This is an optimization exercise on Yosys and OpenROAD, whose aim is small area, not a production implementation. The RTL was checked by simulation tests, not by an equivalence proof against the original design. Power figures rest on the tool's default switching activity, not on a simulated workload.

===== flow/design.v =====
package net_tx_pkg;
  typedef logic [7:0]  byte_t;       
  typedef logic [47:0] mac_addr_t;   
  typedef logic [31:0] ip_addr_t;    
  typedef logic [15:0] port_t;       
  typedef logic [15:0] length_t;     
  typedef enum logic [1:0] {SEQ_IDLE, SEQ_READY, SEQ_START, SEQ_BUSY} seq_state_t;
  typedef enum logic [2:0] {
    MAC_IDLE,
    MAC_PREAMBLE,
    MAC_HEADER,
    MAC_PAYLOAD,
    MAC_FCS
  } mac_state_t;
  typedef enum logic [1:0] {IP_IDLE, IP_HEADER, IP_PAYLOAD} ip_state_t;
  localparam byte_t       PREAMBLE_BYTE    = 8'h55;
  localparam byte_t       SFD_BYTE         = 8'hD5;
  localparam int          PREAMBLE_LEN     = 8;      
  localparam int          MAC_HEADER_LEN   = 14;     
  localparam logic [15:0] ETHERTYPE_IPV4   = 16'h0800;
  localparam int          FCS_LEN          = 4;
  localparam logic [31:0] CRC_POLY         = 32'hEDB88320;   
  localparam logic [31:0] CRC_RESIDUE_INIT = 32'hFFFFFFFF;
  localparam int          IFG_LEN          = 12;     
  localparam int          IP_HEADER_LEN  = 20;
  localparam byte_t       IP_TTL         = 8'd128;
  localparam byte_t       IP_PROTO_UDP   = 8'd17;
  localparam logic [15:0] IP_FLAGS_DF    = 16'h4000;   
  localparam int          UDP_HEADER_LEN = 8;
  localparam port_t       LOCAL_PORT     = 16'd1024;
  localparam int MIN_PAYLOAD = 18;
  localparam int MAX_PAYLOAD = 1472;
endpackage
`timescale 1ns/1ps
module tx_sequencer (
  input  logic      tx_clock,
  input  logic      rst,
  input  logic      udp_tx_request,
  input  logic [15:0]   udp_tx_length,
  input  logic      run,
  input  logic [47:0] dest_mac,
  input  logic [31:0]  dest_ip,
  input  logic [15:0]     dest_port,
  input  logic      gap_busy,
  output logic      frame_start,
  output logic      udp_tx_enable,
  output logic [15:0]   payload_length,
  output logic [47:0] tx_dest_mac,
  output logic [31:0]  tx_dest_ip,
  output logic [15:0]     tx_dest_port
);
  net_tx_pkg::seq_state_t state;
  logic       frame_seen;   
  always_ff @(posedge tx_clock) begin
    if (rst) begin
      state      <= net_tx_pkg::SEQ_IDLE;
      frame_seen <= 1'b0;
    end else begin
      case (state)
        net_tx_pkg::SEQ_IDLE:  if (udp_tx_request && !gap_busy) state <= net_tx_pkg::SEQ_READY;
        net_tx_pkg::SEQ_READY: state <= net_tx_pkg::SEQ_START;
        net_tx_pkg::SEQ_START: begin
          state      <= net_tx_pkg::SEQ_BUSY;
          frame_seen <= 1'b0;
        end
        net_tx_pkg::SEQ_BUSY: begin
          if (gap_busy) frame_seen <= 1'b1;          
          else if (frame_seen) state <= net_tx_pkg::SEQ_IDLE;   
        end
        default:   state <= net_tx_pkg::SEQ_IDLE;
      endcase
    end
  end
  always_ff @(posedge tx_clock) begin
    if (!run) begin
      tx_dest_mac  <= dest_mac;
      tx_dest_ip   <= dest_ip;
      tx_dest_port <= dest_port;
    end
    if (state == net_tx_pkg::SEQ_READY) payload_length <= udp_tx_length;
  end
  assign frame_start   = (state == net_tx_pkg::SEQ_START);   
  assign udp_tx_enable = (state == net_tx_pkg::SEQ_START);   
endmodule
`timescale 1ns/1ps
module udp_send (
  input  logic    tx_clock,
  input  logic    rst,
  input  logic    udp_start,
  input  logic [15:0] payload_length,
  input  logic [15:0]   tx_dest_port,
  input  logic [7:0]    udp_tx_data,
  output logic    udp_tx_active,
  output logic [15:0] udp_length,
  output logic [7:0]    udp_data,
  output logic    udp_active
);
  net_tx_pkg::length_t     cnt;     
  logic [63:0] hdr_q;   
  assign udp_length = payload_length + net_tx_pkg::length_t'(net_tx_pkg::UDP_HEADER_LEN);
  always_ff @(posedge tx_clock) begin
    if (rst) begin
      udp_active <= 1'b0;
      cnt        <= '0;
    end else if (udp_start) begin
      udp_active <= 1'b1;   
      cnt        <= '0;
    end else if (udp_active) begin
      cnt <= cnt + 16'd1;
      if (cnt == udp_length - 16'd1) udp_active <= 1'b0;   
    end
  end
  assign udp_tx_active = udp_active
                         && (cnt >= net_tx_pkg::length_t'(net_tx_pkg::UDP_HEADER_LEN - 1))
                         && (cnt < udp_length - 16'd1);
  always_ff @(posedge tx_clock) begin
    if (udp_start) begin
      udp_data <= net_tx_pkg::LOCAL_PORT[15:8];
      hdr_q    <= {net_tx_pkg::LOCAL_PORT[7:0], tx_dest_port, udp_length, 16'h0000, 8'h00};
    end else begin
      hdr_q    <= hdr_q << 8;
      udp_data <= udp_tx_active ? udp_tx_data : hdr_q[63:56];
    end
  end
endmodule
`timescale 1ns/1ps
module ip_send (
  input  logic     tx_clock,
  input  logic     rst,
  input  logic     ip_start,
  input  logic [15:0]  udp_length,
  input  logic [7:0]     udp_data,
  input  logic     udp_active,
  input  logic [31:0] local_ip,
  input  logic [31:0] tx_dest_ip,
  output logic     ip_start_udp,
  output logic [7:0]     ip_data,
  output logic     ip_active
);
  net_tx_pkg::ip_state_t    state;
  logic [4:0]   cnt;         
  net_tx_pkg::length_t      total_len;
  logic [159:0] hdr_d;       
  logic [15:0]  hdr_csum;
  logic [159:0] hdr_q;       
  function automatic logic [15:0] ip_checksum(input logic [159:0] hdr);
    logic [19:0] sum;
    sum = '0;
    for (int i = 0; i < 10; i++) begin
      sum = sum + {4'h0, hdr[16*i +: 16]};
    end
    sum = {4'h0, sum[15:0]} + {16'h0000, sum[19:16]};
    sum = {4'h0, sum[15:0]} + {16'h0000, sum[19:16]};
    ip_checksum = ~sum[15:0];
  endfunction
  assign total_len = udp_length + net_tx_pkg::length_t'(net_tx_pkg::IP_HEADER_LEN);
  assign hdr_d = {8'h45, 8'h00, total_len,    
                  16'h0000, net_tx_pkg::IP_FLAGS_DF,      
                  net_tx_pkg::IP_TTL, net_tx_pkg::IP_PROTO_UDP,
                  16'h0000,                   
                  local_ip, tx_dest_ip};
  assign hdr_csum = ip_checksum(hdr_d);
  always_ff @(posedge tx_clock) begin
    if (state == net_tx_pkg::IP_IDLE) hdr_q <= {hdr_d[159:80], hdr_csum, hdr_d[63:0]};
    else if (state == net_tx_pkg::IP_HEADER) hdr_q <= hdr_q << 8;
  end
  always_ff @(posedge tx_clock) begin
    if (rst) begin
      state <= net_tx_pkg::IP_IDLE;
      cnt   <= '0;
    end else begin
      case (state)
        net_tx_pkg::IP_IDLE: begin
          cnt <= '0;
          if (ip_start) state <= net_tx_pkg::IP_HEADER;
        end
        net_tx_pkg::IP_HEADER: begin
          cnt <= cnt + 5'd1;
          if (cnt == 5'(net_tx_pkg::IP_HEADER_LEN - 1)) state <= net_tx_pkg::IP_PAYLOAD;
        end
        net_tx_pkg::IP_PAYLOAD: if (!udp_active) state <= net_tx_pkg::IP_IDLE;   
        default:    state <= net_tx_pkg::IP_IDLE;
      endcase
    end
  end
  assign ip_start_udp = (state == net_tx_pkg::IP_HEADER) && (cnt == 5'(net_tx_pkg::IP_HEADER_LEN - 1));
  assign ip_data   = (state == net_tx_pkg::IP_PAYLOAD) ? udp_data : hdr_q[159:152];
  assign ip_active = (state == net_tx_pkg::IP_HEADER) || (state == net_tx_pkg::IP_PAYLOAD && udp_active);
endmodule
`timescale 1ns/1ps
module mac_send (
  input  logic      tx_clock,
  input  logic      rst,
  input  logic      frame_start,
  input  logic [47:0] tx_dest_mac,
  input  logic [47:0] local_mac,
  input  logic [7:0]      ip_data,
  input  logic      ip_active,
  output logic      ip_start,
  output logic [7:0]      mac_tx_data,
  output logic      mac_tx_active
);
  net_tx_pkg::mac_state_t   state;
  logic [3:0]   cnt;     
  logic [175:0] pre_q;   
  logic [31:0]  crc_q;
  function automatic logic [31:0] crc_byte(input logic [31:0] crc, input net_tx_pkg::byte_t data);
    logic [31:0] c;
    c = crc ^ {24'h000000, data};
    for (int i = 0; i < 8; i++) begin
      c = c[0] ? ((c >> 1) ^ net_tx_pkg::CRC_POLY) : (c >> 1);
    end
    crc_byte = c;
  endfunction
  always_ff @(posedge tx_clock) begin
    if (rst) begin
      state <= net_tx_pkg::MAC_IDLE;
      cnt   <= '0;
    end else begin
      case (state)
        net_tx_pkg::MAC_IDLE: begin
          cnt <= '0;
          if (frame_start) state <= net_tx_pkg::MAC_PREAMBLE;
        end
        net_tx_pkg::MAC_PREAMBLE: begin
          cnt <= cnt + 4'd1;
          if (cnt == 4'(net_tx_pkg::PREAMBLE_LEN - 1)) begin
            cnt   <= '0;
            state <= net_tx_pkg::MAC_HEADER;
          end
        end
        net_tx_pkg::MAC_HEADER: begin
          cnt <= cnt + 4'd1;
          if (cnt == 4'(net_tx_pkg::MAC_HEADER_LEN - 1)) state <= net_tx_pkg::MAC_PAYLOAD;
        end
        net_tx_pkg::MAC_PAYLOAD: begin
          if (!ip_active) begin
            cnt   <= 4'd1;
            state <= net_tx_pkg::MAC_FCS;
          end
        end
        net_tx_pkg::MAC_FCS: begin
          cnt <= cnt + 4'd1;
          if (cnt == 4'(net_tx_pkg::FCS_LEN - 1)) state <= net_tx_pkg::MAC_IDLE;
        end
        default: state <= net_tx_pkg::MAC_IDLE;
      endcase
    end
  end
  always_ff @(posedge tx_clock) begin
    case (state)
      net_tx_pkg::MAC_IDLE: begin
        pre_q <= {{7{net_tx_pkg::PREAMBLE_BYTE}}, net_tx_pkg::SFD_BYTE, tx_dest_mac, local_mac, net_tx_pkg::ETHERTYPE_IPV4};
        crc_q <= net_tx_pkg::CRC_RESIDUE_INIT;
      end
      net_tx_pkg::MAC_PREAMBLE: pre_q <= pre_q << 8;   
      net_tx_pkg::MAC_HEADER: begin
        pre_q <= pre_q << 8;
        crc_q <= crc_byte(crc_q, mac_tx_data);
      end
      net_tx_pkg::MAC_PAYLOAD: begin
        if (ip_active) crc_q <= crc_byte(crc_q, mac_tx_data);
        else crc_q <= crc_q >> 8;   
      end
      net_tx_pkg::MAC_FCS:  crc_q <= crc_q >> 8;
      default:  crc_q <= crc_q;
    endcase
  end
  always_comb begin
    case (state)
      net_tx_pkg::MAC_PREAMBLE, net_tx_pkg::MAC_HEADER: mac_tx_data = pre_q[175:168];
      net_tx_pkg::MAC_PAYLOAD: mac_tx_data = ip_active ? ip_data : ~crc_q[7:0];
      net_tx_pkg::MAC_FCS:     mac_tx_data = ~crc_q[7:0];   
      default:     mac_tx_data = 8'h00;
    endcase
  end
  assign mac_tx_active = (state != net_tx_pkg::MAC_IDLE);
  assign ip_start = (state == net_tx_pkg::MAC_HEADER) && (cnt == 4'(net_tx_pkg::MAC_HEADER_LEN - 1));
endmodule
`timescale 1ns/1ps
module gmii_send (
  input  logic  tx_clock,
  input  logic  rst,
  input  logic [7:0]  mac_tx_data,
  input  logic  mac_tx_active,
  output logic [7:0]  phy_txd,
  output logic  phy_tx_en,
  output logic  gap_busy
);
  logic [3:0] gap_cnt;   
  always_ff @(posedge tx_clock) begin
    phy_txd <= mac_tx_data;
  end
  always_ff @(posedge tx_clock) begin
    if (rst) begin
      phy_tx_en <= 1'b0;
      gap_cnt   <= '0;
    end else begin
      phy_tx_en <= mac_tx_active;
      if (phy_tx_en && !mac_tx_active) gap_cnt <= 4'(net_tx_pkg::IFG_LEN);   
      else if (gap_cnt != 4'd0) gap_cnt <= gap_cnt - 4'd1;
    end
  end
  assign gap_busy = phy_tx_en || (gap_cnt != 4'd0);
endmodule
`timescale 1ns/1ps
module network_tx (
  input  logic      tx_clock,
  input  logic      rst,
  input  logic      udp_tx_request,
  input  logic [15:0]   udp_tx_length,
  input  logic [7:0]      udp_tx_data,
  output logic      udp_tx_enable,
  output logic      udp_tx_active,
  input  logic      run,
  input  logic [47:0] local_mac,
  input  logic [31:0]  local_ip,
  input  logic [47:0] dest_mac,
  input  logic [31:0]  dest_ip,
  input  logic [15:0]     dest_port,
  output logic [7:0]      phy_txd,
  output logic      phy_tx_en
);
  logic      frame_start;
  net_tx_pkg::length_t   payload_length;
  net_tx_pkg::mac_addr_t tx_dest_mac;
  net_tx_pkg::ip_addr_t  tx_dest_ip;
  net_tx_pkg::port_t     tx_dest_port;
  logic      gap_busy;
  logic      ip_start;        
  logic      udp_start;       
  net_tx_pkg::length_t   udp_length;
  net_tx_pkg::byte_t     udp_data;
  logic      udp_active;
  net_tx_pkg::byte_t     ip_data;
  logic      ip_active;
  net_tx_pkg::byte_t     mac_tx_data;
  logic      mac_tx_active;
  tx_sequencer seq_inst (
    .tx_clock(tx_clock), .rst(rst),
    .udp_tx_request(udp_tx_request), .udp_tx_length(udp_tx_length),
    .run(run), .dest_mac(dest_mac), .dest_ip(dest_ip), .dest_port(dest_port),
    .gap_busy(gap_busy), .frame_start(frame_start), .udp_tx_enable(udp_tx_enable),
    .payload_length(payload_length), .tx_dest_mac(tx_dest_mac),
    .tx_dest_ip(tx_dest_ip), .tx_dest_port(tx_dest_port)
  );
  udp_send udp_send_inst (
    .tx_clock(tx_clock), .rst(rst), .udp_start(udp_start),
    .payload_length(payload_length), .tx_dest_port(tx_dest_port),
    .udp_tx_data(udp_tx_data), .udp_tx_active(udp_tx_active),
    .udp_length(udp_length), .udp_data(udp_data), .udp_active(udp_active)
  );
  ip_send ip_send_inst (
    .tx_clock(tx_clock), .rst(rst), .ip_start(ip_start), .udp_length(udp_length),
    .udp_data(udp_data), .udp_active(udp_active), .local_ip(local_ip),
    .tx_dest_ip(tx_dest_ip), .ip_start_udp(udp_start), .ip_data(ip_data),
    .ip_active(ip_active)
  );
  mac_send mac_send_inst (
    .tx_clock(tx_clock), .rst(rst), .frame_start(frame_start),
    .tx_dest_mac(tx_dest_mac), .local_mac(local_mac), .ip_data(ip_data),
    .ip_active(ip_active), .ip_start(ip_start), .mac_tx_data(mac_tx_data),
    .mac_tx_active(mac_tx_active)
  );
  gmii_send gmii_send_inst (
    .tx_clock(tx_clock), .rst(rst), .mac_tx_data(mac_tx_data),
    .mac_tx_active(mac_tx_active), .phy_txd(phy_txd), .phy_tx_en(phy_tx_en),
    .gap_busy(gap_busy)
  );
endmodule

===== flow/run.sh =====
#!/bin/bash
# synth_recipe.tcl (not shown) runs the flow's synth.tcl, then flattens the netlist and writes it again
# the make line also repeats each setting of config.mk as NAME=value (left out here)
make -C /OpenROAD-flow-scripts/flow DESIGN_CONFIG=/design/flow/config.mk WORK_HOME=/design/flow/orfs CLKGATE_MAP_FILE= SYNTH_SCRIPT=/design/flow/synth_recipe.tcl finish

===== flow/config.mk =====
export PLATFORM = sky130hd
export DESIGN_NAME = network_tx
export DESIGN_NICKNAME = network_tx
export VERILOG_FILES = /design/flow/design.v
export SDC_FILE = /design/flow/constraint.sdc
export NUM_CORES = 4
export LEC_CHECK = 0
export CAP_MARGIN = 20
export CORE_MARGIN = 2
export CORE_UTILIZATION = 40
export SLEW_MARGIN = 20

===== flow/constraint.sdc =====
create_clock -name core_clock -period 10.0 [get_ports {tx_clock}]
set_input_delay 2.0000 -clock core_clock [delete_from_list [all_inputs] [get_ports {tx_clock}]]
set_output_delay 2.0000 -clock core_clock [all_outputs]
set_load 0.01 [all_outputs]

==> results.txt <==
[worst min-delay path by stage]
stage | startpoint | end | slack [ps] | cells past startpoint
after floorplan | udp_send_inst.hdr_q[32] | udp_send_inst.hdr_q[40] | 400 | 2
after global placement | udp_send_inst.hdr_q[54] | udp_send_inst.hdr_q[62] | 420 | 1
after detailed placement | udp_send_inst.hdr_q[54] | udp_send_inst.hdr_q[62] | 410 | 1
after CTS | udp_send_inst.hdr_q[54] | udp_send_inst.hdr_q[62] | 430 | 1
after global routing | udp_send_inst.hdr_q[50] | udp_send_inst.hdr_q[58] | 440 | 1
final | udp_send_inst.hdr_q[54] | udp_send_inst.hdr_q[62] | 420 | 1
[sequential cells by signal, summed over array words and instances, names as in the netlist]
| signal | cells |
|---|---|
| ip_send_inst.state | 2 |
| gmii_send_inst.phy_txd | 8 |
| seq_inst.frame_seen | 1 |
| udp_send_inst.udp_active | 1 |
| ip_send_inst.hdr_q | 160 |
| ip_send_inst.cnt | 5 |
| udp_send_inst.hdr_q | 40 |
| mac_send_inst.state | 3 |
| mac_send_inst.pre_q | 161 |
| udp_send_inst.udp_data | 8 |
| seq_inst.tx_dest_mac | 48 |
| mac_send_inst.crc_q | 32 |
| gmii_send_inst.gap_cnt | 4 |
| seq_inst.state | 2 |
| seq_inst.payload_length | 16 |
| gmii_send_inst.phy_tx_en | 1 |
| seq_inst.tx_dest_port | 16 |
| udp_send_inst.cnt | 16 |
| mac_send_inst.cnt | 4 |
| seq_inst.tx_dest_ip | 32 |
[placed cells by master, fill, tap and decap left out, types with 7 or more instances in the layout]
cell	count
a31oi_1	17
a21oi_1	109
ha_1	90
o21ai_0	73
edfxtp_1	401
a21o_1	14
nand2_1	459
clkbuf_1	13
buf_4	23
xor2_1	53
clkdlybuf4s50_1	214
nand4_1	13
inv_1	104
nor3_1	37
and3_1	14
nor3b_1	7
clkbuf_16	68
nor4_1	14
nand3_1	32
fa_1	33
a22o_1	33
and2_1	62
a211oi_1	9
or3_1	49
clkinv_2	9
nor2_1	210
o21ai_1	10
mux2i_1	68
xnor2_1	80
nand2b_1	11
o22a_1	10
dfxtp_1	157
nor2b_1	16
clkinv_1	12
[synth_stat cells (4+ instances only)]
library cell and number:
a2111oi_0 6, a211oi_1 9, a21o_1 14, a21oi_1 110, a22o_1 33, a22oi_1 4
a31oi_1 17, and2_1 62, and3_1 14, buf_2 9, clkbuf_1 100, dfxtp_1 159
edfxtp_1 401, fa_1 33, ha_1 90, inv_1 105, mux2i_1 69, nand2_1 459
nand2b_1 11, nand3_1 32, nand4_1 13, nor2_1 212, nor2b_1 16, nor3_1 38
nor3b_1 7, nor4_1 14, nor4bb_1 4, o21a_1 4, o21ai_0 73, o21ai_1 10
o21bai_1 4, o22a_1 10, o31ai_1 5, o32ai_1 5, or2_2 6, or3_1 49
xnor2_1 81, xor2_1 53, xor2_2 5
[through the flow]
step           utilization, %  cell area (µm²)  hold WS, ps  worst slack (ps)
2_1_floorplan               -            26300          399               625
3_3_place_gp             44.8            29400          416               602
3_5_place_dp             44.8            29400          414               391
4_1_cts                  48.0            31400          428               827
5_1_grt                  48.0            31400          441               159
6_report                 48.0            31400          423              1010
[worst max-delay path, delay by kind of cell (launching register included)]
family	cells	cell delay [ps]
adder cells (fa/ha/maj)	9	2930
buffers and inverters	3	180
XOR/XNOR	2	330
flip-flops	1	400
AO/OA/AOI/OAI	14	2770
AND/OR/NAND/NOR	12	2070
[cell families (layout without fill, tap and decap cells)]
logic type      count (synthesis)  in the layout  share of synthesized area, %
simple gates                  954            954                          16.2
buf+inv                       220            461                          3.21
flops                         560            560                          57.8
compound gates                342            342                          8.37
other cells                     0              1                             0
xor+xnor                      142            142                          5.00
mux                            69             69                          2.62
fa+ha+maj                     123            123                          6.78
[routing by layer]
layer	share of wire, %	vias up	wire length (µm)	GRT usage [%]
li1	-	8792	-	-
met1	44	8533	27100	23.6
met2	49	326	29900	30.3
met3	4.1	121	2530	3.43
met4	3.4	0	2070	6.63
met5	0	-	0	0
[area by class of cell]
class	count	share of cell area, %
Inverter	108	1.31
Multi-Input combinational cell	1630	32.9
Clock inverter	34	0.947
Sequential cell	560	48.5
Antenna cell	1	0.00796
Clock buffer	82	5.61
Timing Repair Buffer	237	7.36
Tap cell	864	3.44
[where the power goes]
part	switching (mW)	internal, mW	total, mW
Combinational	2.73	1.81	4.54
Sequential	0.132	3.01	3.14
Clock	0.950	1.34	2.29
Total	3.81	6.16	9.97
==> key figures <==
Setup path
  • CP max stage delay: 500 ps
  • Capturing point of the worst reg2reg path: ip_send_inst.hdr_q[78]
  • Critical Path Fanout Max: 9
  • R2R cell count: 40
  • Most used cell, CP: ha_1
  • Slowest CP cell: fa_1
  • Crit path from: seq_inst.tx_dest_ip[16]
  • Worst EP required: 10,300 ps
  • Worst setup EP type: flip-flop
  • WP data arrival: 9290 ps
  • Crit Path Category: reg -> reg
  • CP Launch Type: flip-flop
  • Flop2flop setup slack: 1010 ps
  • R2R Path Start: seq_inst.tx_dest_ip[16]
  • CP Capture Point: ip_send_inst.hdr_q[78]

Timing
  • Relative slew slack: between 30% and 40%
  • Fin crit share: 89.9%
  • Slew at the pin with the worst max-slew slack: between 900 and 1000 ps
  • Clk_skew: 24.7 ps
  • Setup Viol. Count Final: 0
  • Setup_tns: 0 ps
  • Tmin final: around 9000 ps
  • Fmax: between 100 and 150 MHz
  • Hold Vio Cnt, Final: 0
  • RSZ-0062 raised after global routing: no
  • Slew Limit Fails: 0

Die
  • Chip Height: 261 µm
  • Core footprint: 65,500 µm²
  • Io pins: 215
  • Initial Util: 40.2%
  • Die Wd: between 200 and 300 µm
  • DIE AREA: 67,900 µm²
  • Row Count: 94

Final layout
  • Register area: 15,200 µm²
  • Layout fillers: 5,922
  • Share of cells above drive strength 1: 5.51%
  • Synthesis-to-layout area growth: 19.3%
  • Multi-input logic area: 10,300 µm²
  • Net count, final: slightly below 3,000
  • Fin cells: around 3,500

CTS
  • Cts bufs inserted: between 60 and 70
  • Htree depth: 3
  • Hold buffers post-CTS: 0
  • Clock sinks: 560
  • Clock Path Buffers: 3
  • Postcts setup bufs: 0
  • Clock transition at path regs: around 60 ps
  • Worst skew pair latency: 600 ps
  • Cts repair resizes: 0
  • CTS tree: done
  • Root Driver: clkbuf_16

Placed design
  • Placed cells: ~3,400
  • Routability-driven placement congestion ratio: 0.880
  • Port Buffers: 214
  • Post-DP HPWL: 43,000 µm

Synthesis
  • Post-synthesis sequential area ratio: 57.8%
  • Top cells by area, synth: edfxtp_1 (46%), dfxtp_1 (12%), nand2_1 (6.5%)
  • EDFF count, synth: 401
  • Cells after synthesis: 2,410
  • Largest area contributor in the netlist: edfxtp_1
  • Top FF cell, synth: edfxtp_1
  • Post-Syn Area: between 20,000 and 30,000 µm²
  • Yosys reg bits: 560
  • Synth cell types: 78
  • Synth warnings: 5
  • Syn Nets: between 2,000 and 3,000
  • Syn_area_per_cell: 10.9 µm²
  • Top-area cell type share of the netlist area: 45.7%
  • Post-synth ARST share: 0%

Power
  • Total power: approximately 10 mW
  • Maximum VDD drop: roughly 0.26 mV
  • PwrDens: 317 nW/µm²
  • Pleak: 12.1 nW

Drt
  • Routed len/inst: 17.5 µm
  • Starting DRT DRC Count: 1,149
  • Routed via count: 17,800
  • TritonRoute pass-1 iters: 5
  • DRC: 0
  • Post-DRT Antenna Nets: 0
  • Via density: 5.05
  • Total Routed Length: 61,600 µm

Global route
  • Antenna violations before repair: 1
  • GRT overflow: 0
  • Largest net degree at the start of global routing: 89
  • Vias in the first global route: 17,800
  • First-pass GRT wire length: about 97,000 µm
  • Total global-route track usage: 18.2%

Flow run
  • Maxcap violations: 0

Run status
  • Outcome: timing/DRC/antenna clean

Min path
  • Hold Crit Class: reg -> reg

[static timing again, ports no longer ideal]
The flow's constraints put no driver on any port. The routed layout listed below was extracted and timed again, unchanged, in two steps.
Step 1 sets driving cells, clkbuf_16 on the clock port and buf_2 on the other inputs (assumed; they add their load-dependent delay and slew).
Step 2, shift: input delay + t, output delay - t, t = (earliest + latest rising clock arrival at the registers) / 2. This alone moves slack from input paths to output paths.
Slacks: ideal ports / drivers / drivers and shift; pairs: ideal ports / drivers.
shift t [ns]: 0.657
setup WS [ns]: 1.010 / 1.010 / 0.464
clock arrival spread, ns: 0.031 / 0.031
After both steps setup and hold are still met in this run. For this run, drivers alone change the setup slack by 0.000 ns; drivers and shift together by -0.546 ns.
